Context: an optimization exercise on an open-source flow, tuned for small area, a short achievable clock period and few clock cycles per item. The choices shown serve that exercise and are no tape-out recipe. Function was checked by simulation only, so behaviour that the tests miss may differ from the original. Power and IR drop assume default switching activity.

==> design.v <==
`default_nettype none
package mips_isa_pkg;
   typedef logic [4:0]  reg_idx_t;    
   typedef logic [31:0] word_t;       
   localparam logic [5:0] OP_RTYPE = 6'h00;    
   localparam logic [5:0] OP_ADDIU = 6'h09;
   localparam logic [5:0] OP_SLTI  = 6'h0a;
   localparam logic [5:0] OP_ANDI  = 6'h0c;
   localparam logic [5:0] OP_ORI   = 6'h0d;
   localparam logic [5:0] OP_XORI  = 6'h0e;
   localparam logic [5:0] OP_LUI   = 6'h0f;
   localparam logic [5:0] F_SLL  = 6'h00;
   localparam logic [5:0] F_SRL  = 6'h02;
   localparam logic [5:0] F_ADDU = 6'h21;
   localparam logic [5:0] F_SUBU = 6'h23;
   localparam logic [5:0] F_AND  = 6'h24;
   localparam logic [5:0] F_OR   = 6'h25;
   localparam logic [5:0] F_XOR  = 6'h26;
   localparam logic [5:0] F_NOR  = 6'h27;
   localparam logic [5:0] F_SLT  = 6'h2a;
   localparam logic [5:0] F_SLTU = 6'h2b;
   localparam logic [3:0] TT_AND  = 4'b1000;
   localparam logic [3:0] TT_OR   = 4'b1110;
   localparam logic [3:0] TT_XOR  = 4'b0110;
   localparam logic [3:0] TT_NOR  = 4'b0001;
   localparam logic [3:0] TT_PASS = 4'b1010;    
   typedef struct packed {
      logic       sub;         
      logic       sel_add;     
      logic       sel_slt;     
      logic       slt_sgn;     
      logic [3:0] tt;          
      logic       sel_sll;
      logic       sel_srl;
      logic [4:0] shamt;
      logic [3:0] rot_lo;      
      logic [7:0] rot_hi;      
   } ctl_t;
endpackage
`default_nettype wire
`default_nettype none
`timescale 1ns/10ps
module pipe_stage_reg (
   input  logic        CLK,
   input  logic        rst_n,
   input  logic        in_valid,
   input  logic [31:0] in_data,
   input  logic        pop,
   output logic        head_valid,
   output logic [31:0] head,
   output logic [31:1] head_rs,     
   output logic [31:1] head_rt      
);
   logic [31:0] second;
   logic        second_valid;
   logic        head_load;
   logic [31:0] head_nx;
   logic [31:1] rs_nx;
   logic [31:1] rt_nx;
   assign head_load = pop || !head_valid;
   assign head_nx = second_valid ? second : in_data;
   always_comb begin
      for (int i = 1; i < 32; i++) begin
         rs_nx[i] = (head_nx[25:21] == 5'(i));
         rt_nx[i] = (head_nx[20:16] == 5'(i));
      end
   end
   always_ff @(posedge CLK) begin
      if (head_load) begin
         head    <= head_nx;
         head_rs <= rs_nx;
         head_rt <= rt_nx;
      end
      if (in_valid) begin
         second <= in_data;
      end
   end
   always_ff @(posedge CLK) begin
      if (!rst_n) begin
         head_valid   <= 1'b0;
         second_valid <= 1'b0;
      end else begin
         head_valid   <= head_load ? (second_valid || in_valid) : 1'b1;
         second_valid <= head_valid && (pop ? (second_valid && in_valid)
                                            : (second_valid || in_valid));
      end
   end
endmodule
`default_nettype wire
`default_nettype none
`timescale 1ns/10ps
module register_file (
   input  logic        CLK,
   input  logic        clr,         
   input  logic [31:1] rsel1,       
   input  logic [31:1] rsel2,
   output logic [31:0] rdat1,
   output logic [31:0] rdat2,
   input  logic [31:1] wen,         
   input  logic [31:0] wdat
);
   logic [31:0] regs [1:31];
   logic [31:0] wd;
   assign wd = clr ? 32'b0 : wdat;
   always_ff @(posedge CLK) begin
      for (int i = 1; i < 32; i++) begin
         if (wen[i] || clr) begin
            regs[i] <= wd;
         end
      end
   end
   always_comb begin
      rdat1 = '0;
      rdat2 = '0;
      for (int i = 1; i < 32; i++) begin
         rdat1 = rdat1 | ({32{rsel1[i]}} & regs[i]);
         rdat2 = rdat2 | ({32{rsel2[i]}} & regs[i]);
      end
   end
endmodule
`default_nettype wire
`default_nettype none
`timescale 1ns/10ps
module alu_pg (
   input  logic [31:0] a,
   input  logic [31:0] b,
   input  logic        cin,
   output logic [32:0] ng,      
   output logic [32:0] nt       
);
   assign ng = ~{a & b, cin};
   assign nt = ~{a | b, 1'b0};
endmodule
module alu_prefix #(
   parameter int S   = 1,
   parameter bit INV = 0
) (
   input  logic [32:0] g_in,
   input  logic [32:0] t_in,
   output logic [32:0] g_out,
   output logic [32:0] t_out
);
   always_comb begin
      for (int p = 0; p < 33; p++) begin
         if (p >= S) begin
            if (INV) begin
               g_out[p] = !(g_in[p] | (t_in[p] & g_in[p-S]));
               t_out[p] = !(t_in[p] & t_in[p-S]);
            end else begin
               g_out[p] = !(g_in[p] & (t_in[p] | g_in[p-S]));
               t_out[p] = !(t_in[p] | t_in[p-S]);
            end
         end else begin
            g_out[p] = !g_in[p];
            t_out[p] = !t_in[p];
         end
      end
   end
endmodule
module alu_out (
   input  mips_isa_pkg::ctl_t ctl,
   input  logic               inv,
   input  logic [31:0]        a,
   input  logic [31:0]        b,
   input  logic               fwd1,     
   input  logic               fwd2,     
   input  logic [31:0]        d_op1,
   input  logic [31:0]        d_op2,
   output logic [31:0]        px1,      
   output logic [31:0]        px2,      
   output logic               fa0,      
   output logic               fa1,      
   output logic               fa2,      
   output logic               fo0,      
   output logic               fo1,      
   output logic               fo2n,     
   output logic               fo2i,     
   output logic [31:0]        qd1,      
   output logic [31:0]        qd2,
   output logic               slt_g,    
   output logic               slt_t,    
   output logic               slt_n     
);
   logic sa;
   logic a_msb;
   logic b_msb;
   assign a_msb = a[31] ^ ctl.slt_sgn;
   assign b_msb = b[31] ^ ctl.slt_sgn;
   assign slt_g = ctl.sel_slt & a_msb & b_msb;
   assign slt_t = ctl.sel_slt & (a_msb | b_msb);
   assign slt_n = !ctl.sel_slt;
   assign sa   = ctl.sel_add;
   assign px1  = a ^ b;
   assign px2  = a ^ b ^ {32{inv}};
   assign fa0  = sa;
   assign fa1  = fwd1 & sa;
   assign fa2  = fwd2 & sa;
   assign fo0  = !sa;
   assign fo1  = fwd1 & !sa;
   assign fo2n = fwd2 & !sa & !inv;
   assign fo2i = fwd2 & !sa & inv;
   assign qd1  = {32{!fwd1}} & d_op1;
   assign qd2  = {32{!fwd2}} & d_op2;
endmodule
module alu_misc (
   input  mips_isa_pkg::ctl_t ctl,
   input  logic [31:0]        a,
   input  logic [31:0]        b,
   output logic [31:0]        other
);
   logic [31:0] lu;
   logic [31:0] r1;
   logic [31:0] r2;
   logic [31:0] keep;
   always_comb begin
      for (int i = 0; i < 32; i++) begin
         lu[i] = (ctl.tt[3] & a[i] & b[i]) | (ctl.tt[2] & a[i] & !b[i]) |
                 (ctl.tt[1] & !a[i] & b[i]) | (ctl.tt[0] & !a[i] & !b[i]);
      end
   end
   always_comb begin
      for (int i = 0; i < 32; i++) begin
         r1[i] = 1'b0;
         for (int j = 0; j < 4; j++) begin
            r1[i] = r1[i] | (ctl.rot_lo[j] & b[(i - j) & 31]);
         end
      end
      for (int i = 0; i < 32; i++) begin
         r2[i] = 1'b0;
         for (int m = 0; m < 8; m++) begin
            r2[i] = r2[i] | (ctl.rot_hi[m] & r1[(i - 4 * m) & 31]);
         end
      end
   end
   always_comb begin
      for (int i = 0; i < 32; i++) begin
         keep[i] = ctl.sel_sll ? (5'(i) >= ctl.shamt) :
                   ctl.sel_srl ? (5'(31 - i) >= ctl.shamt) : 1'b0;
      end
   end
   assign other = lu | (r2 & keep);
endmodule
module alu_fin (
   input  logic [31:0] c,
   input  logic [31:0] other,
   input  logic [31:0] px1,
   input  logic [31:0] px2,
   input  logic        fa0,
   input  logic        fa1,
   input  logic        fa2,
   input  logic        fo0,
   input  logic        fo1,
   input  logic        fo2n,
   input  logic        fo2i,
   input  logic [31:0] qd1,
   input  logic [31:0] qd2,
   input  logic        slt_g,
   input  logic        slt_t,
   input  logic        slt_n,
   output logic [31:0] res,
   output logic [31:0] n_op1,
   output logic [31:0] n_op2
);
   logic        lt;     
   logic [31:0] oth;
   assign lt    = !(slt_n | slt_g | (slt_t & c[31]));
   assign oth   = other | {31'b0, lt};
   assign res   = ({32{fa0}} & (px1 ^ c)) | ({32{fo0}} & oth);
   assign n_op1 = ({32{fa1}} & (px1 ^ c)) | ({32{fo1}} & oth) | qd1;
   assign n_op2 = ({32{fa2}} & (px2 ^ c)) | ({32{fo2n}} & oth) | ({32{fo2i}} & ~oth) | qd2;
endmodule
module alu (
   input  mips_isa_pkg::ctl_t  ctl,
   input  logic                inv,
   input  logic [31:0]         op1,
   input  logic [31:0]         op2,
   input  logic                fwd1,
   input  logic                fwd2,
   input  logic [31:0]         d_op1,
   input  logic [31:0]         d_op2,
   output logic [31:0]         res,
   output logic [31:0]         n_op1,
   output logic [31:0]         n_op2
);
   logic [32:0] g0, t0, g1, t1, g2, t2, g3, t3, g4, t4, g5, t5;
   logic [31:0] other;
   logic [31:0] px1, px2, qd1, qd2;
   logic        fa0, fa1, fa2, fo0, fo1, fo2n, fo2i, slt_g, slt_t, slt_n;
   alu_pg u_pg (.a(op1), .b(op2), .cin(ctl.sub), .ng(g0), .nt(t0));
   alu_prefix #(.S(1),  .INV(0)) u_l1 (.g_in(g0), .t_in(t0), .g_out(g1), .t_out(t1));
   alu_prefix #(.S(2),  .INV(1)) u_l2 (.g_in(g1), .t_in(t1), .g_out(g2), .t_out(t2));
   alu_prefix #(.S(4),  .INV(0)) u_l3 (.g_in(g2), .t_in(t2), .g_out(g3), .t_out(t3));
   alu_prefix #(.S(8),  .INV(1)) u_l4 (.g_in(g3), .t_in(t3), .g_out(g4), .t_out(t4));
   alu_prefix #(.S(16), .INV(0)) u_l5 (.g_in(g4), .t_in(t4), .g_out(g5), .t_out(t5));
   alu_misc u_misc (.ctl(ctl), .a(op1), .b(op2), .other(other));
   alu_out  u_out  (.ctl(ctl), .inv(inv), .a(op1), .b(op2), .fwd1(fwd1),
                    .fwd2(fwd2), .d_op1(d_op1), .d_op2(d_op2), .px1(px1),
                    .px2(px2), .fa0(fa0), .fa1(fa1), .fa2(fa2), .fo0(fo0),
                    .fo1(fo1), .fo2n(fo2n), .fo2i(fo2i), .qd1(qd1), .qd2(qd2),
                    .slt_g(slt_g), .slt_t(slt_t), .slt_n(slt_n));
   alu_fin  u_fin  (.c(g5[31:0]), .other(other), .px1(px1), .px2(px2),
                    .fa0(fa0), .fa1(fa1), .fa2(fa2), .fo0(fo0), .fo1(fo1),
                    .fo2n(fo2n), .fo2i(fo2i), .qd1(qd1), .qd2(qd2),
                    .slt_g(slt_g), .slt_t(slt_t), .slt_n(slt_n), .res(res),
                    .n_op1(n_op1), .n_op2(n_op2));
endmodule
`default_nettype wire
`default_nettype none
`timescale 1ns/10ps
module reg_read (
   input  logic [31:0] head,
   input  logic [31:1] head_rs,    
   input  logic [31:1] head_rt,
   output logic [31:1] rsel1,
   output logic [31:1] rsel2,
   input  logic [31:0] rdat1,
   input  logic [31:0] rdat2,
   input  logic        w_wr,       
   input  logic [4:0]  w_sel,
   input  logic [31:0] w_dat,
   output logic [31:0] rd1,
   output logic [31:0] rd2,
   output logic        rtype,      
   output logic        sub,        
   output logic        isx,        
   output logic        ilui        
);
   logic [4:0] rs;
   logic [4:0] rt;
   logic [5:0] opcode;
   logic [5:0] funct;
   assign opcode = head[31:26];
   assign funct  = head[5:0];
   assign rtype  = (opcode == mips_isa_pkg::OP_RTYPE);
   assign isx    = (opcode == mips_isa_pkg::OP_ADDIU) || (opcode == mips_isa_pkg::OP_SLTI);
   assign ilui   = (opcode == mips_isa_pkg::OP_LUI);
   assign sub    = rtype ? (funct == mips_isa_pkg::F_SUBU || funct == mips_isa_pkg::F_SLT ||
                            funct == mips_isa_pkg::F_SLTU)
                         : (opcode == mips_isa_pkg::OP_SLTI);
   assign rs = head[25:21];
   assign rt = head[20:16];
   assign rsel1 = head_rs;
   assign rsel2 = head_rt;
   assign rd1 = (w_wr && (w_sel == rs)) ? w_dat : rdat1;
   assign rd2 = (w_wr && (w_sel == rt)) ? w_dat : rdat2;
endmodule
module instr_dest (
   input  logic [31:0] instr,
   output logic [4:0]  wsel,
   output logic        regwr,
   output logic        illegal
);
   logic [5:0] opcode;
   logic [5:0] funct;
   logic       legal;
   assign opcode = instr[31:26];
   assign funct  = instr[5:0];
   always_comb begin
      if (opcode == mips_isa_pkg::OP_RTYPE) begin
         wsel  = instr[15:11];
         legal = (funct == mips_isa_pkg::F_ADDU) || (funct == mips_isa_pkg::F_SUBU) ||
                 (funct == mips_isa_pkg::F_AND)  || (funct == mips_isa_pkg::F_OR)   ||
                 (funct == mips_isa_pkg::F_XOR)  || (funct == mips_isa_pkg::F_NOR)  ||
                 (funct == mips_isa_pkg::F_SLT)  || (funct == mips_isa_pkg::F_SLTU) ||
                 (funct == mips_isa_pkg::F_SLL)  || (funct == mips_isa_pkg::F_SRL);
      end else begin
         wsel  = instr[20:16];
         legal = (opcode == mips_isa_pkg::OP_ADDIU) || (opcode == mips_isa_pkg::OP_SLTI) ||
                 (opcode == mips_isa_pkg::OP_ANDI)  || (opcode == mips_isa_pkg::OP_ORI)  ||
                 (opcode == mips_isa_pkg::OP_XORI)  || (opcode == mips_isa_pkg::OP_LUI);
      end
      regwr   = legal && (wsel != 5'd0);    
      illegal = !legal;
   end
endmodule
module instr_decode (
   input  logic [31:0]        instr,
   input  logic               rtype,      
   input  logic               sub,
   input  logic               isx,
   input  logic               ilui,
   input  logic [31:0]        rd1,        
   input  logic [31:0]        rd2,
   input  logic               wf1,
   input  logic               wf2,
   input  logic [31:0]        w_dat,
   input  logic               ef1,
   input  logic               ef2,
   output logic [31:0]        op1,
   output logic [31:0]        op2,        
   output logic               fwd1,       
   output logic               fwd2,       
   output mips_isa_pkg::ctl_t ctl
);
   logic [5:0]  opcode;
   logic [5:0]  funct;
   logic [4:0]  rs;
   logic [4:0]  rt;
   logic [15:0] imm16;
   logic [31:0] imm;
   logic [4:0]  rrot;
   assign rrot = 5'd0 - instr[10:6];    
   assign opcode = instr[31:26];
   assign funct  = instr[5:0];
   assign rs     = instr[25:21];
   assign rt     = instr[20:16];
   assign imm16  = instr[15:0];
   always_comb begin
      ctl     = '0;
      case (opcode)
         mips_isa_pkg::OP_RTYPE: begin
            case (funct)
               mips_isa_pkg::F_ADDU: ctl.sel_add = 1'b1;
               mips_isa_pkg::F_SUBU: begin ctl.sel_add = 1'b1; ctl.sub = 1'b1; end
               mips_isa_pkg::F_AND:  ctl.tt = mips_isa_pkg::TT_AND;
               mips_isa_pkg::F_OR:   ctl.tt = mips_isa_pkg::TT_OR;
               mips_isa_pkg::F_XOR:  ctl.tt = mips_isa_pkg::TT_XOR;
               mips_isa_pkg::F_NOR:  ctl.tt = mips_isa_pkg::TT_NOR;
               mips_isa_pkg::F_SLT:  begin ctl.sel_slt = 1'b1; ctl.sub = 1'b1; ctl.slt_sgn = 1'b1; end
               mips_isa_pkg::F_SLTU: begin ctl.sel_slt = 1'b1; ctl.sub = 1'b1; end
               mips_isa_pkg::F_SLL:  begin
                  ctl.sel_sll = 1'b1; ctl.shamt = instr[10:6];
                  ctl.rot_lo = 4'b0001 << instr[7:6];
                  ctl.rot_hi = 8'b0000_0001 << instr[10:8];
               end
               mips_isa_pkg::F_SRL:  begin
                  ctl.sel_srl = 1'b1; ctl.shamt = instr[10:6];
                  ctl.rot_lo = 4'b0001 << rrot[1:0];
                  ctl.rot_hi = 8'b0000_0001 << rrot[4:2];
               end
               default: ;
            endcase
         end
         mips_isa_pkg::OP_ADDIU: ctl.sel_add = 1'b1;
         mips_isa_pkg::OP_SLTI:  begin
            ctl.sel_slt = 1'b1; ctl.sub = 1'b1; ctl.slt_sgn = 1'b1;
         end
         mips_isa_pkg::OP_ANDI:  ctl.tt = mips_isa_pkg::TT_AND;
         mips_isa_pkg::OP_ORI:   ctl.tt = mips_isa_pkg::TT_OR;
         mips_isa_pkg::OP_XORI:  ctl.tt = mips_isa_pkg::TT_XOR;
         mips_isa_pkg::OP_LUI:   ctl.tt = mips_isa_pkg::TT_PASS;
         default: ;
      endcase
   end
   assign imm  = ilui ? {imm16, 16'b0} : {{16{isx & imm16[15]}}, imm16};
   assign op1  = wf1 ? w_dat : rd1;
   assign op2  = (wf2 ? w_dat : rtype ? rd2 : imm) ^ {32{sub}};
   assign fwd1 = ef1;
   assign fwd2 = ef2;
endmodule
`default_nettype wire
`default_nettype none
`timescale 1ns/10ps
module instr_execute (
   input  mips_isa_pkg::ctl_t ctl,
   input  logic               inv,
   input  logic [31:0]        op1,
   input  logic [31:0]        op2,
   input  logic               fwd1,
   input  logic               fwd2,
   input  logic [31:0]        d_op1,
   input  logic [31:0]        d_op2,
   output logic [31:0]        res,
   output logic [31:0]        n_op1,
   output logic [31:0]        n_op2
);
   alu u_alu (
      .ctl   (ctl),
      .inv   (inv),
      .op1   (op1),
      .op2   (op2),
      .fwd1  (fwd1),
      .fwd2  (fwd2),
      .d_op1 (d_op1),
      .d_op2 (d_op2),
      .res   (res),
      .n_op1 (n_op1),
      .n_op2 (n_op2)
   );
endmodule
`default_nettype wire
`default_nettype none
`timescale 1ns/10ps
module wb_result #(
   parameter int RES_CREDITS = 2
) (
   input  logic CLK,
   input  logic rst_n,
   input  logic de_valid,        
   input  logic de_valid_nx,     
   input  logic res_credit,
   output logic ew_valid,        
   output logic ew_hold,         
   output logic res_valid,       
   output logic instr_credit     
);
   localparam int CW = $clog2(RES_CREDITS + 1);
   logic [CW-1:0] credits;
   logic [CW-1:0] credits_nx;
   logic          ew_valid_nx;
   logic          have_nx;
   assign credits_nx  = credits - CW'(res_valid) + CW'(res_credit);
   assign ew_valid_nx = ew_hold || de_valid;
   assign have_nx     = (credits_nx != '0);
   always_ff @(posedge CLK) begin
      if (!rst_n) begin
         credits      <= CW'(RES_CREDITS);
         ew_valid     <= 1'b0;
         ew_hold      <= 1'b0;
         res_valid    <= 1'b0;
         instr_credit <= 1'b0;
      end else begin
         credits      <= credits_nx;
         ew_valid     <= ew_valid_nx;
         ew_hold      <= ew_valid_nx && !have_nx;
         res_valid    <= ew_valid_nx && have_nx;
         instr_credit <= de_valid_nx && !(ew_valid_nx && !have_nx);
      end
   end
endmodule
`default_nettype wire
`default_nettype none
`timescale 1ns/10ps
module datapath #(
   parameter int INSTR_DEPTH = 4,    
   parameter int RES_CREDITS = 2
) (
   input  logic                CLK,
   input  logic                rst_n,
   input  logic                instr_valid,
   input  logic [31:0]         instr,
   output logic                instr_credit,
   output logic                res_valid,
   output logic [4:0]          res_wsel,
   output logic [31:0]         res_wdat,
   output logic                res_regwr,
   output logic                res_illegal,
   input  logic                res_credit
);
   logic        clr;
   logic        hv;
   logic [31:0] head;
   logic [31:1] head_rs;
   logic [31:1] head_rt;
   logic        pop;
   logic [31:1] rsel1;
   logic [31:1] rsel2;
   logic [31:0] rdat1;
   logic [31:0] rdat2;
   logic [31:1] wen;
   logic [31:0] rd1;
   logic [31:0] rd2;
   logic               r_valid;
   logic [4:0]         r_wsel;
   logic               r_regwr;
   logic               r_illegal;
   logic [31:0]        r_instr;
   logic [31:0]        r_rd1;
   logic [31:0]        r_rd2;
   logic               r_rtype;
   logic               r_sub;
   logic               r_wf1;      
   logic               r_wf2;
   logic               r_ef1;      
   logic               r_ef2;
   logic               e_nx_wr;    
   logic [4:0]         e_nx_sel;   
   logic               w_nx_wr;    
   logic [4:0]         w_nx_sel;
   logic               h_rtype;
   logic               h_sub;
   logic               h_isx;
   logic               h_ilui;
   logic               r_isx;
   logic               r_ilui;
   logic [4:0]         h_wsel;
   logic               h_regwr;
   logic               h_illegal;
   logic               r_load;
   logic [31:0]        d_op1;
   logic [31:0]        d_op2;
   logic               d_fwd1;
   logic               d_fwd2;
   mips_isa_pkg::ctl_t d_ctl;
   logic [4:0]         d_wsel;
   logic               d_regwr;
   logic               d_illegal;
   logic               de_valid;
   logic               de_valid_nx;
   logic [31:0]        de_op1;
   logic [31:0]        de_op2;
   mips_isa_pkg::ctl_t de_ctl;
   logic [4:0]         de_wsel;
   logic               de_regwr;
   logic               de_illegal;
   logic               de_load;
   logic [31:0]        alu_res;
   logic [31:0]        n_op1;
   logic [31:0]        n_op2;
   logic               ew_valid;
   logic               ew_hold;
   logic [31:0]        ew_wdat;
   logic [4:0]         ew_wsel;
   logic               ew_regwr;
   logic               ew_illegal;
   always_ff @(posedge CLK) begin
      clr <= !rst_n;
   end
   assign de_load     = !de_valid || !ew_hold;
   assign r_load      = !r_valid || de_load;
   assign pop         = r_load && hv;
   assign de_valid_nx = de_load ? r_valid : de_valid;
   pipe_stage_reg u_buf (
      .CLK        (CLK),
      .rst_n      (rst_n),
      .in_valid   (instr_valid),
      .in_data    (instr),
      .pop        (pop),
      .head_valid (hv),
      .head       (head),
      .head_rs    (head_rs),
      .head_rt    (head_rt)
   );
   register_file u_register_file (
      .CLK   (CLK),
      .clr   (clr),
      .rsel1 (rsel1),
      .rsel2 (rsel2),
      .rdat1 (rdat1),
      .rdat2 (rdat2),
      .wen   (wen),
      .wdat  (ew_wdat)
   );
   reg_read u_reg_read (
      .head    (head),
      .head_rs (head_rs),
      .head_rt (head_rt),
      .rsel1 (rsel1),
      .rsel2 (rsel2),
      .rdat1 (rdat1),
      .rdat2 (rdat2),
      .w_wr  (ew_valid && ew_regwr),
      .w_sel (ew_wsel),
      .w_dat (ew_wdat),
      .rd1   (rd1),
      .rd2   (rd2),
      .rtype (h_rtype),
      .sub   (h_sub),
      .isx   (h_isx),
      .ilui  (h_ilui)
   );
   instr_dest u_instr_dest (
      .instr   (head),
      .wsel    (h_wsel),
      .regwr   (h_regwr),
      .illegal (h_illegal)
   );
   always_ff @(posedge CLK) begin
      if (!rst_n) begin
         r_valid <= 1'b0;
      end else if (r_load) begin
         r_valid <= hv;
      end
   end
   assign e_nx_wr  = de_load ? (r_valid && r_regwr) : (de_valid && de_regwr);
   assign e_nx_sel = de_load ? r_wsel : de_wsel;
   assign w_nx_wr  = ew_hold ? (ew_valid && ew_regwr) : (de_valid && de_regwr);
   assign w_nx_sel = ew_hold ? ew_wsel : de_wsel;
   always_ff @(posedge CLK) begin
      if (r_load) begin
         r_ef1   <= e_nx_wr && (e_nx_sel == head[25:21]);
         r_ef2   <= e_nx_wr && (e_nx_sel == head[20:16]) && h_rtype;
         r_wf1   <= w_nx_wr && (w_nx_sel == head[25:21]);
         r_wf2   <= w_nx_wr && (w_nx_sel == head[20:16]) && h_rtype;
         r_instr <= head;
         r_rd1   <= rd1;
         r_rd2   <= rd2;
         r_rtype <= h_rtype;
         r_sub   <= h_sub;
         r_isx   <= h_isx;
         r_wsel    <= h_wsel;
         r_regwr   <= h_regwr;
         r_illegal <= h_illegal;
         r_ilui  <= h_ilui;
      end
   end
   instr_decode u_instr_decode (
      .instr   (r_instr),
      .rtype   (r_rtype),
      .sub     (r_sub),
      .isx     (r_isx),
      .ilui    (r_ilui),
      .rd1     (r_rd1),
      .rd2     (r_rd2),
      .wf1     (r_wf1),
      .wf2     (r_wf2),
      .w_dat   (ew_wdat),
      .ef1     (r_ef1),
      .ef2     (r_ef2),
      .op1     (d_op1),
      .op2     (d_op2),
      .fwd1    (d_fwd1),
      .fwd2    (d_fwd2),
      .ctl     (d_ctl)
   );
   assign d_wsel    = r_wsel;
   assign d_regwr   = r_regwr;
   assign d_illegal = r_illegal;
   always_ff @(posedge CLK) begin
      if (!rst_n) begin
         de_valid <= 1'b0;
      end else begin
         de_valid <= de_valid_nx;
      end
   end
   always_ff @(posedge CLK) begin
      if (de_load) begin
         de_op1     <= n_op1;
         de_op2     <= n_op2;
         de_ctl     <= d_ctl;
         de_wsel    <= d_wsel;
         de_regwr   <= d_regwr;
         de_illegal <= d_illegal;
      end
   end
   instr_execute u_instr_execute (
      .ctl   (de_ctl),
      .inv   (r_sub),
      .op1   (de_op1),
      .op2   (de_op2),
      .fwd1  (d_fwd1),
      .fwd2  (d_fwd2),
      .d_op1 (d_op1),
      .d_op2 (d_op2),
      .res   (alu_res),
      .n_op1 (n_op1),
      .n_op2 (n_op2)
   );
   always_ff @(posedge CLK) begin
      if (!ew_hold) begin
         ew_wdat    <= alu_res;
         ew_wsel    <= de_wsel;
         ew_regwr   <= de_regwr;
         ew_illegal <= de_illegal;
      end
   end
   wb_result #(.RES_CREDITS(RES_CREDITS)) u_wb_result (
      .CLK          (CLK),
      .rst_n        (rst_n),
      .de_valid     (de_valid),
      .de_valid_nx  (de_valid_nx),
      .res_credit   (res_credit),
      .ew_valid     (ew_valid),
      .ew_hold      (ew_hold),
      .res_valid    (res_valid),
      .instr_credit (instr_credit)
   );
   always_comb begin
      for (int i = 1; i < 32; i++) begin
         wen[i] = ew_valid && ew_regwr && (ew_wsel == 5'(i));
      end
   end
   assign res_wsel    = ew_wsel;
   assign res_wdat    = ew_wdat;
   assign res_regwr   = ew_regwr;
   assign res_illegal = ew_illegal;
endmodule
`default_nettype wire
==> run.sh <==
#!/bin/bash
# synth_recipe.tcl (not shown) runs the flow's synth.tcl, then flattens the netlist and writes it again
# the make line also repeats each setting of config.mk as NAME=value (left out here)
make -C /OpenROAD-flow-scripts/flow DESIGN_CONFIG=/design/flow/config.mk WORK_HOME=/design/flow/orfs CLKGATE_MAP_FILE= SYNTH_SCRIPT=/design/flow/synth_recipe.tcl finish
==> config.mk <==
export PLATFORM = sky130hd
export DESIGN_NAME = datapath
export DESIGN_NICKNAME = datapath
export VERILOG_FILES = /design/flow/design.v
export SDC_FILE = /design/flow/constraint.sdc
export NUM_CORES = 4
export LEC_CHECK = 0
export CAP_MARGIN = 20
export CORE_MARGIN = 2
export CORE_UTILIZATION = 50
export CTS_BUF_LIST = sky130_fd_sc_hd__clkbuf_16
export CTS_CLUSTER_DIAMETER = 90
export CTS_CLUSTER_SIZE = 20
export SETUP_SLACK_MARGIN = 3.5
export SLEW_MARGIN = 20
export SYNTH_HIERARCHICAL = 1
==> constraint.sdc <==
create_clock -name core_clock -period 6.2 [get_ports {CLK}]
set_input_delay 1.2400 -clock core_clock [delete_from_list [all_inputs] [get_ports {CLK}]]
set_output_delay 1.2400 -clock core_clock [all_outputs]
set_load 0.01 [all_outputs]
==> results of run 1 <==
-- critical path: stages, from the launching register on --
cell,delay (ns)
sky130_fd_sc_hd__edfxtp_1,0.42
sky130_fd_sc_hd__buf_6,0.26
sky130_fd_sc_hd__a222oi_1,0.52
sky130_fd_sc_hd__nand3_1,0.28
sky130_fd_sc_hd__or4_1,0.69
sky130_fd_sc_hd__mux2_4,0.34
-- per-stage QoR --
stage / utilization (%) / cells / setup slack, ns
floorplan: - / 4944 / 3.55
global route: 54.4 / 6730 / 3.48
detailed placement: 51.9 / 6515 / 3.23
CTS: 53.9 / 6669 / 3.36
global placement: 51.8 / 6515 / 3.25
finish: 54.4 / 6732 / 3.41
-- repair_timing --
item	in CTS	in global routing
pin swaps	3	14
endpoints found under the setup margin	189	105
gates resized for setup	170	56
buffers inserted	54	61
gates cloned	1	0
-- sequential cells by signal, indices dropped and copies added, names as in the netlist, 2 cells and up --
signal and count:
de_op2 32, r_wsel 5, u_wb_result.credits 2, u_buf.second 32
u_buf.head_rs 31, ew_wsel 5, u_buf.head_rt 31, u_buf.head 32
ew_wdat 32, r_rd1 32, de_wsel 5, r_rd2 32
de_ctl 27, r_instr 22, de_op1 32, u_register_file.regs 992
-- cell usage in the layout, fill, tap and decap left out, types with 30 or more instances in the layout --
master and instances:
sky130_fd_sc_hd__nor2b_1 57, sky130_fd_sc_hd__nor2_1 219, sky130_fd_sc_hd__xnor2_1 33, sky130_fd_sc_hd__a221oi_2 62
sky130_fd_sc_hd__o2111ai_1 32, sky130_fd_sc_hd__a222oi_1 64, sky130_fd_sc_hd__or2_2 35, sky130_fd_sc_hd__o21ai_0 58
sky130_fd_sc_hd__a22o_1 99, sky130_fd_sc_hd__clkdlybuf4s50_1 34, sky130_fd_sc_hd__clkbuf_16 82, sky130_fd_sc_hd__nand2_1 205
sky130_fd_sc_hd__mux2_4 30, sky130_fd_sc_hd__a221o_1 32, sky130_fd_sc_hd__o21ai_1 74, sky130_fd_sc_hd__a22oi_1 962
sky130_fd_sc_hd__a21oi_1 105, sky130_fd_sc_hd__nand4_1 165, sky130_fd_sc_hd__inv_1 102, sky130_fd_sc_hd__nand3_1 109
sky130_fd_sc_hd__buf_4 238, sky130_fd_sc_hd__or4_1 62, sky130_fd_sc_hd__mux4_2 32, sky130_fd_sc_hd__and2b_1 30
sky130_fd_sc_hd__xor2_1 164, sky130_fd_sc_hd__mux2_2 98, sky130_fd_sc_hd__edfxtp_1 1346
-- power by group through the flow --
stage	Clock, mW	Combinational (mW)	Sequential [mW]
floorplan	0	2.06	11.4
global placement	0	3.32	11.5
detailed placement	0	3.33	11.6
CTS	5.52	3.42	11.3
global route	5.80	3.78	11.4
finish	5.46	3.65	11.3
-- metal layers --
metal	vias to the layer above	GRT usage [%]
met5	-	0.249
met4	8	16.6
met3	604	9.11
met2	3376	53.5
met1	24267	46.3
li1	20008	-
-- final timing paths --
kind / end / cells past startpoint
max: r_rd2[8]$_DFFE_PN_ / 5
min: r_instr[7]$_DFFE_PN_ / 0
max reg2reg: r_rd2[8]$_DFFE_PN_ / 5
min reg2reg: r_instr[7]$_DFFE_PN_ / 0
-- final cells by class --
type | count | area (um^2)
Antenna cell | 2 | 5.00
Clock buffer | 82 | 2050
Clock inverter | 17 | 136
Fill cell | 11015 | 59700
Inverter | 95 | 357
Multi-Input combinational cell | 3084 | 23200
Sequential cell | 1367 | 40900
Tap cell | 1755 | 2200
Timing Repair Buffer | 330 | 2610
==> results_tabular.tex, run 1 <==
\begin{tabular}{lr}
\hline
Metric & Value \\
\hline
\multicolumn{2}{l}{\textbf{Critical path}} \\
Reg2Reg Launch Point & u\_buf.head\_rt[14]\$\_DFFE\_PP\_ \\
FF-to-FF setup slack & about 3.4 ns \\
Critical Path Start & u\_buf.head\_rt[14]\$\_DFFE\_PP\_ \\
CP arrival & 3.26 ns \\
Type of element capturing the critical path & flip-flop \\
Data required time of the critical path & 6.67 ns \\
Category of the critical setup timing path & reg2reg \\
Largest fanout of any net on the critical path & 32 \\
Kind of start point of the critical path & flip-flop \\
\multicolumn{2}{l}{\textbf{CTS}} \\
Hold-fix buffer count after cts & 0 \\
Clock latency on the worst-skew pair & 0.72 ns \\
Clk buf depth & 3 \\
Number of buffers added by the clock tree synthesis step & between 70 and 80 \\
Clock edge transition at the registers on the reported setup and hold paths & 0.09 ns \\
Number of levels in the clock H-tree & 3 \\
Clock tree sinks & between 1000 and 1500 \\
Clock Root Buffer & sky130\_fd\_sc\_hd\_\_clkbuf\_16 \\
Clock tree from TritonCTS & done \\
\multicolumn{2}{l}{\textbf{Cells and area}} \\
Fraction of final layout cells with drive strength greater than 1 & 16.3\% \\
Post-Layout Inst Area & 71400 um\^{}2 \\
Count of nets after finishing & 4998 \\
Synth-to-Final Area Change & 8.29\% \\
\multicolumn{2}{l}{\textbf{Routing}} \\
Routed wire length & 242000 um \\
Via-to-Cell Ratio & 7.17 \\
Iteration-0 DRC count of the detailed router & 7828 \\
Top layer used by detailed routing & met5 \\
WL met2 & $\sim$110000 um \\
Met3 wire len & 30000 um \\
Number of design rule violations left after detail routing & 0 \\
Metal-1 WL & 90900 um \\
Per-cell routed wire length & 36.0 um \\
Antenna Violating Nets Remaining & 0 \\
Number of vias after detailed routing & 48263 \\
Initial DRT Pass Iterations & 10 \\
\multicolumn{2}{l}{\textbf{Power and ir drop}} \\
Final total power & just over 20 mW \\
Switching power total & roughly 6.0 mW \\
Cell internal power dissipation & 14.4 mW \\
Reported leakage power & 24.6 nW \\
Clock network power share & 26.7\% \\
Power density of the placed cells & 286 nW/um\^{}2 \\
Combinational Power Share & 17.8\% \\
Flop pwr share & 55.5\% \\
VDD IR max & 0.210 mV \\
Switching Share & between 20\% and 30\% \\
\multicolumn{2}{l}{\textbf{Timing}} \\
Highest attainable clock frequency & between 0.3 and 0.4 GHz \\
Remaining max-slew budget at the tightest pin & 32.3\% \\
Final setup viols & 0 \\
Crit share post-route & 45.0\% \\
Total count of hold-check failures in the final report & 0 \\
Worst hold slack after final layout & about 0.42 ns \\
Transition at the pin with the smallest max-transition slack & between 1 and 1.5 ns \\
Unrepaired setup endpoints after global routing & true \\
Fin. max-slew vios & 0 \\
Setup TNS after final layout & 0 ns \\
Clock Skew & between 0.03 and 0.04 ns \\
Shortest period the worst path allows & 2.79 ns \\
\multicolumn{2}{l}{\textbf{Place}} \\
Buffers on Ports & between 70 and 80 \\
Placed Instance Area & 68000 um\^{}2 \\
Sum of net half-perimeters after detailed placement & 147000 um \\
GP Congestion & 1.03 \\
\multicolumn{2}{l}{\textbf{Min path}} \\
Beginning of the worst hold path & u\_buf.head[7]\$\_DFFE\_PP\_ \\
Hold crit path type & reg2reg \\
\multicolumn{2}{l}{\textbf{Synth}} \\
Synth Cell Area & 65900 um\^{}2 \\
Post-synthesis cell count & 4944 \\
Synth Net Count & 4985 \\
Number of synthesis warnings & 19 \\
Post-Syn Area per Cell & 13.3 um\^{}2 \\
\multicolumn{2}{l}{\textbf{Global routing}} \\
GRT Total Usage & 34.9\% \\
Global-route wire length before repair & 338000 um \\
Number of global-route vias before repair & 45753 \\
Antenna violations before repair & 13 \\
Largest net degree at the start of global routing & between 90 and 100 \\
Total congestion overflow after global routing & 0 \\
\multicolumn{2}{l}{\textbf{Run}} \\
\# Max-Cap Violations & 0 \\
\multicolumn{2}{l}{\textbf{Die}} \\
Height of the chip & 367 um \\
Core ar. & roughly 130000 um\^{}2 \\
Area of the die & 135000 um\^{}2 \\
\# rows & approximately 130 \\
Starting Density & about half \\
Boundary pin count & 77 \\
Width of the die & 367 um \\
\multicolumn{2}{l}{\textbf{Status}} \\
Run status & no timing/DRC/antenna violations \\
\hline
\end{tabular}
Testbench counts, summed over its fixed seeds: cycles 16,032, items 16,000.
==> run 2, diff against run 1 <==
--- a/config.mk
+++ b/config.mk
@@ -8,8 +8,8 @@
 export CAP_MARGIN = 20
 export CORE_MARGIN = 2
-export CORE_UTILIZATION = 50
+export CORE_UTILIZATION = 40
 export CTS_BUF_LIST = sky130_fd_sc_hd__clkbuf_16
-export CTS_CLUSTER_DIAMETER = 90
-export CTS_CLUSTER_SIZE = 20
+export CTS_CLUSTER_DIAMETER = 100
+export CTS_CLUSTER_SIZE = 22
 export SETUP_SLACK_MARGIN = 3.5
 export SLEW_MARGIN = 20
==> run 2 against run 1 <==
Critical path depth rose by 1. Clock skew grew 0.0021 ns. Die area increased by 25%. Sequential share of layout area fell by 0.30 points. Synthesized area stayed put. Critical endpoint is now r_rd2[1]$_DFFE_PN_. Highest routed layer unchanged. Worst hold slack gained 0.0029 ns. Worst setup slack improved by 0.098 ns. Critical path type unchanged. Still clean. Total power decreased by 1.5%. Routed wire length shrank 3.5%. Cell area up 0.52%. Via count decreased by 0.94%.
==> results_tabular.tex, run 2 <==
\begin{tabular}{lr}
\hline
Metric & Value \\
\hline
\multicolumn{2}{l}{\textbf{Routing}} \\
Routed wire length & 234000 um \\
Antenna Violating Nets Remaining & 0 \\
Number of design rule violations left after detail routing & 0 \\
Per-cell routed wire length & 32.7 um \\
Initial DRT Pass Iterations & 10 \\
Number of vias after detailed routing & 47807 \\
Iteration-0 DRC count of the detailed router & 8117 \\
Via-to-Cell Ratio & 6.69 \\
\multicolumn{2}{l}{\textbf{Timing}} \\
Setup TNS after final layout & 0 ns \\
Fin. max-slew vios & 0 \\
Crit share post-route & 43.4\% \\
Highest attainable clock frequency & 0.371 GHz \\
Shortest period the worst path allows & roughly 2.7 ns \\
Total count of hold-check failures in the final report & 0 \\
Unrepaired setup endpoints after global routing & true \\
Clock Skew & 0.0396 ns \\
Transition at the pin with the smallest max-transition slack & 1.11 ns \\
Remaining max-slew budget at the tightest pin & around a quarter \\
Final setup viols & 0 \\
\multicolumn{2}{l}{\textbf{Min path}} \\
Hold crit path type & reg2reg \\
Endpoint with the worst hold slack & r\_instr[9]\$\_DFFE\_PN\_ \\
Hold Crit Depth & 0 \\
Beginning of the worst hold path & u\_buf.head[9]\$\_DFFE\_PP\_ \\
\multicolumn{2}{l}{\textbf{Cells and area}} \\
Fraction of final layout cells with drive strength greater than 1 & 15.7\% \\
Count of nets after finishing & approximately 5000 \\
Highest-count cells in the layout ignoring fill and taps & sky130\_fd\_sc\_hd\_\_edfxtp\_1 (1346), sky130\_fd\_sc\_hd\_\_a22oi\_1 (964), sky130\_fd\_sc\_hd\_\_buf\_4 (234) \\
Fin cells & 7144 \\
Most common cell after layout, fill and taps aside & sky130\_fd\_sc\_hd\_\_edfxtp\_1 \\
Register ranked first by flip-flop count & u\_register\_file.regs \\
Number of flip-flops in the largest register & about 990 \\
Synth-to-Final Area Change & 8.85\% \\
\multicolumn{2}{l}{\textbf{Synth}} \\
Post-Syn Area per Cell & 13.3 um\^{}2 \\
Number of synthesis warnings & 19 \\
Post-synthesis cell count & 4944 \\
Synth Net Count & 4985 \\
Synth Cell Area & 65900 um\^{}2 \\
\multicolumn{2}{l}{\textbf{Critical path}} \\
FF-to-FF setup slack & 3.51 ns \\
Category of the critical setup timing path & reg2reg \\
Count of cells along the worst register-to-register path & 6 \\
Largest fanout of any net on the critical path & 32 \\
Type of element capturing the critical path & flip-flop \\
Kind of start point of the critical path & flip-flop \\
Data required time of the critical path & 6.65 ns \\
CP arrival & 3.14 ns \\
Reg2Reg Launch Point & u\_buf.head\_rt[2]\$\_DFFE\_PP\_ \\
Reg2reg end & r\_rd2[1]\$\_DFFE\_PN\_ \\
\multicolumn{2}{l}{\textbf{Global routing}} \\
Total congestion overflow after global routing & 0 \\
GRT Total Usage & about 27\% \\
Number of global-route vias before repair & 44978 \\
Global-route wire length before repair & 328000 um \\
Largest net degree at the start of global routing & between 90 and 100 \\
Antenna violations before repair & 14 \\
\multicolumn{2}{l}{\textbf{Die}} \\
Height of the chip & 410 um \\
Area of the die & 168000 um\^{}2 \\
Boundary pin count & 77 \\
Core ar. & 163000 um\^{}2 \\
Width of the die & 410 um \\
\# rows & 148 \\
Starting Density & 40.4\% \\
\multicolumn{2}{l}{\textbf{CTS}} \\
Clock latency on the worst-skew pair & 0.71 ns \\
Clock Root Buffer & sky130\_fd\_sc\_hd\_\_clkbuf\_16 \\
Clock edge transition at the registers on the reported setup and hold paths & 0.09 ns \\
Clock tree from TritonCTS & done \\
Number of buffers added by the clock tree synthesis step & 73 \\
Hold-fix buffer count after cts & 0 \\
Number of levels in the clock H-tree & 3 \\
Clk buf depth & 3 \\
Clock tree sinks & between 1000 and 1500 \\
\multicolumn{2}{l}{\textbf{Run}} \\
\# Max-Cap Violations & 0 \\
\multicolumn{2}{l}{\textbf{Place}} \\
Placed cell count & 6920 \\
Buffers on Ports & 76 \\
GP Congestion & roughly 0.96 \\
Sum of net half-perimeters after detailed placement & 146000 um \\
\multicolumn{2}{l}{\textbf{Power and ir drop}} \\
VDD IR max & 0.215 mV \\
Reported leakage power & 24.5 nW \\
Power density of the placed cells & 281 nW/um\^{}2 \\
\multicolumn{2}{l}{\textbf{Status}} \\
Run status & no timing/DRC/antenna violations \\
\hline
\end{tabular}
## run 2: worst max path at each step
stage | startpoint | end | slack, ns
after floorplan | u_wb_result.ew_hold$_SDFF_PN0_ | u_buf.head[0]$_DFFE_PP_ | 3.55
after global placement | de_op2[0]$_DFFE_PN_ | de_op1[0]$_DFFE_PN_ | 3.34
after detailed placement | u_wb_result.ew_hold$_SDFF_PN0_ | u_buf.head_rs[3]$_DFFE_PP_ | 3.34
after CTS | ew_wdat[7]$_DFFE_PN_ | res_wdat[7] | 3.35
after global routing | de_ctl[8]$_DFFE_PN_ | de_op2[5]$_DFFE_PN_ | 3.49
final | u_buf.head_rt[2]$_DFFE_PP_ | r_rd2[1]$_DFFE_PN_ | 3.51
## run 2: cell type report
type	count	area [um^2]
Antenna cell	3	7.51
Clock inverter	12	124
Inverter	95	357
Clock buffer	75	1880
Tap cell	2175	2720
Sequential cell	1367	40900
Multi-Input combinational cell	3084	23100
Fill cell	14708	91400
Timing Repair Buffer	333	2710
## run 2: repair_timing
action	CTS	global route
setup buffers	58	72
pin swaps	1	4
gates cloned	0	1
endpoints found under the setup margin	164	196
gates resized for setup	149	39
## run 2: through the flow
stage	total power [mW]	area (um^2)	setup slack, ns	utilization [%]	hold slack [ns]
final	20.1	71800	3.51	44.0	0.425
after global routing	20.7	71800	3.49	44.0	0.444
after CTS	20.0	70900	3.35	43.4	0.428
after detailed placement	14.9	68400	3.34	41.9	0.406
after global placement	14.8	68400	3.34	41.9	0.402
after floorplan	13.4	66000	3.55	-	0.400
## run 2: per-layer routing
| metal | track usage, % | vias up | share of wire [%] |
|---|---|---|---|
| li1 | - | 20009 | - |
| met1 | 35.6 | 24064 | 38 |
| met2 | 41.6 | 3097 | 45 |
| met3 | 7.05 | 625 | 12 |
| met4 | 11.4 | 12 | 4.7 |
| met5 | 0 | - | 0.034 |
## run 2: report_power, final
part / switching, mW / leakage, nW / internal, mW
combinational: 2.44 / 9.37 / 1.17
sequential: 0.478 / 14.1 / 10.8
clock: 2.97 / 1.01 / 2.24
## run 2: worst max-delay path, stage by stage (launching register included)
cell and delay, ns:
sky130_fd_sc_hd__edfxtp_1 0.37, sky130_fd_sc_hd__buf_4 0.29, sky130_fd_sc_hd__a22o_1 0.29, sky130_fd_sc_hd__a221oi_2 0.17, sky130_fd_sc_hd__nand3_1 0.34, sky130_fd_sc_hd__or4_1 0.65, sky130_fd_sc_hd__mux2_4 0.28

==> static timing again, ports no longer ideal <==
No port has a modelled driver above. Below, the same layouts with a new extraction and two added sets of constraints.
Step 1, drivers: a clkbuf_16 drives CLK and a buf_2 each remaining input, both assumed.
Step 2 times the ports against the registers' clock, not the clock port: input delays grow and output delays shrink by t, the midpoint of the rising clock arrivals with the driver on.
a / b / c = no drivers / after step 1 / after step 2; a / b = the first two.
run | t, ns | setup WS [ns] | hold slack, ns | worst slew at a driven data input, ns
run 1 | 0.785 | 3.409 / 3.409 / 3.223 | 0.423 / 0.423 / 0.423 | 0.08
run 2 | 0.776 | 3.507 / 3.442 / 3.279 | 0.425 / 0.425 / 0.425 | 0.09
After both steps setup and hold are still met in every run listed. The setup slack of run 2, which loses most, moves by -0.065 ns with the drivers and by -0.228 ns with both steps.
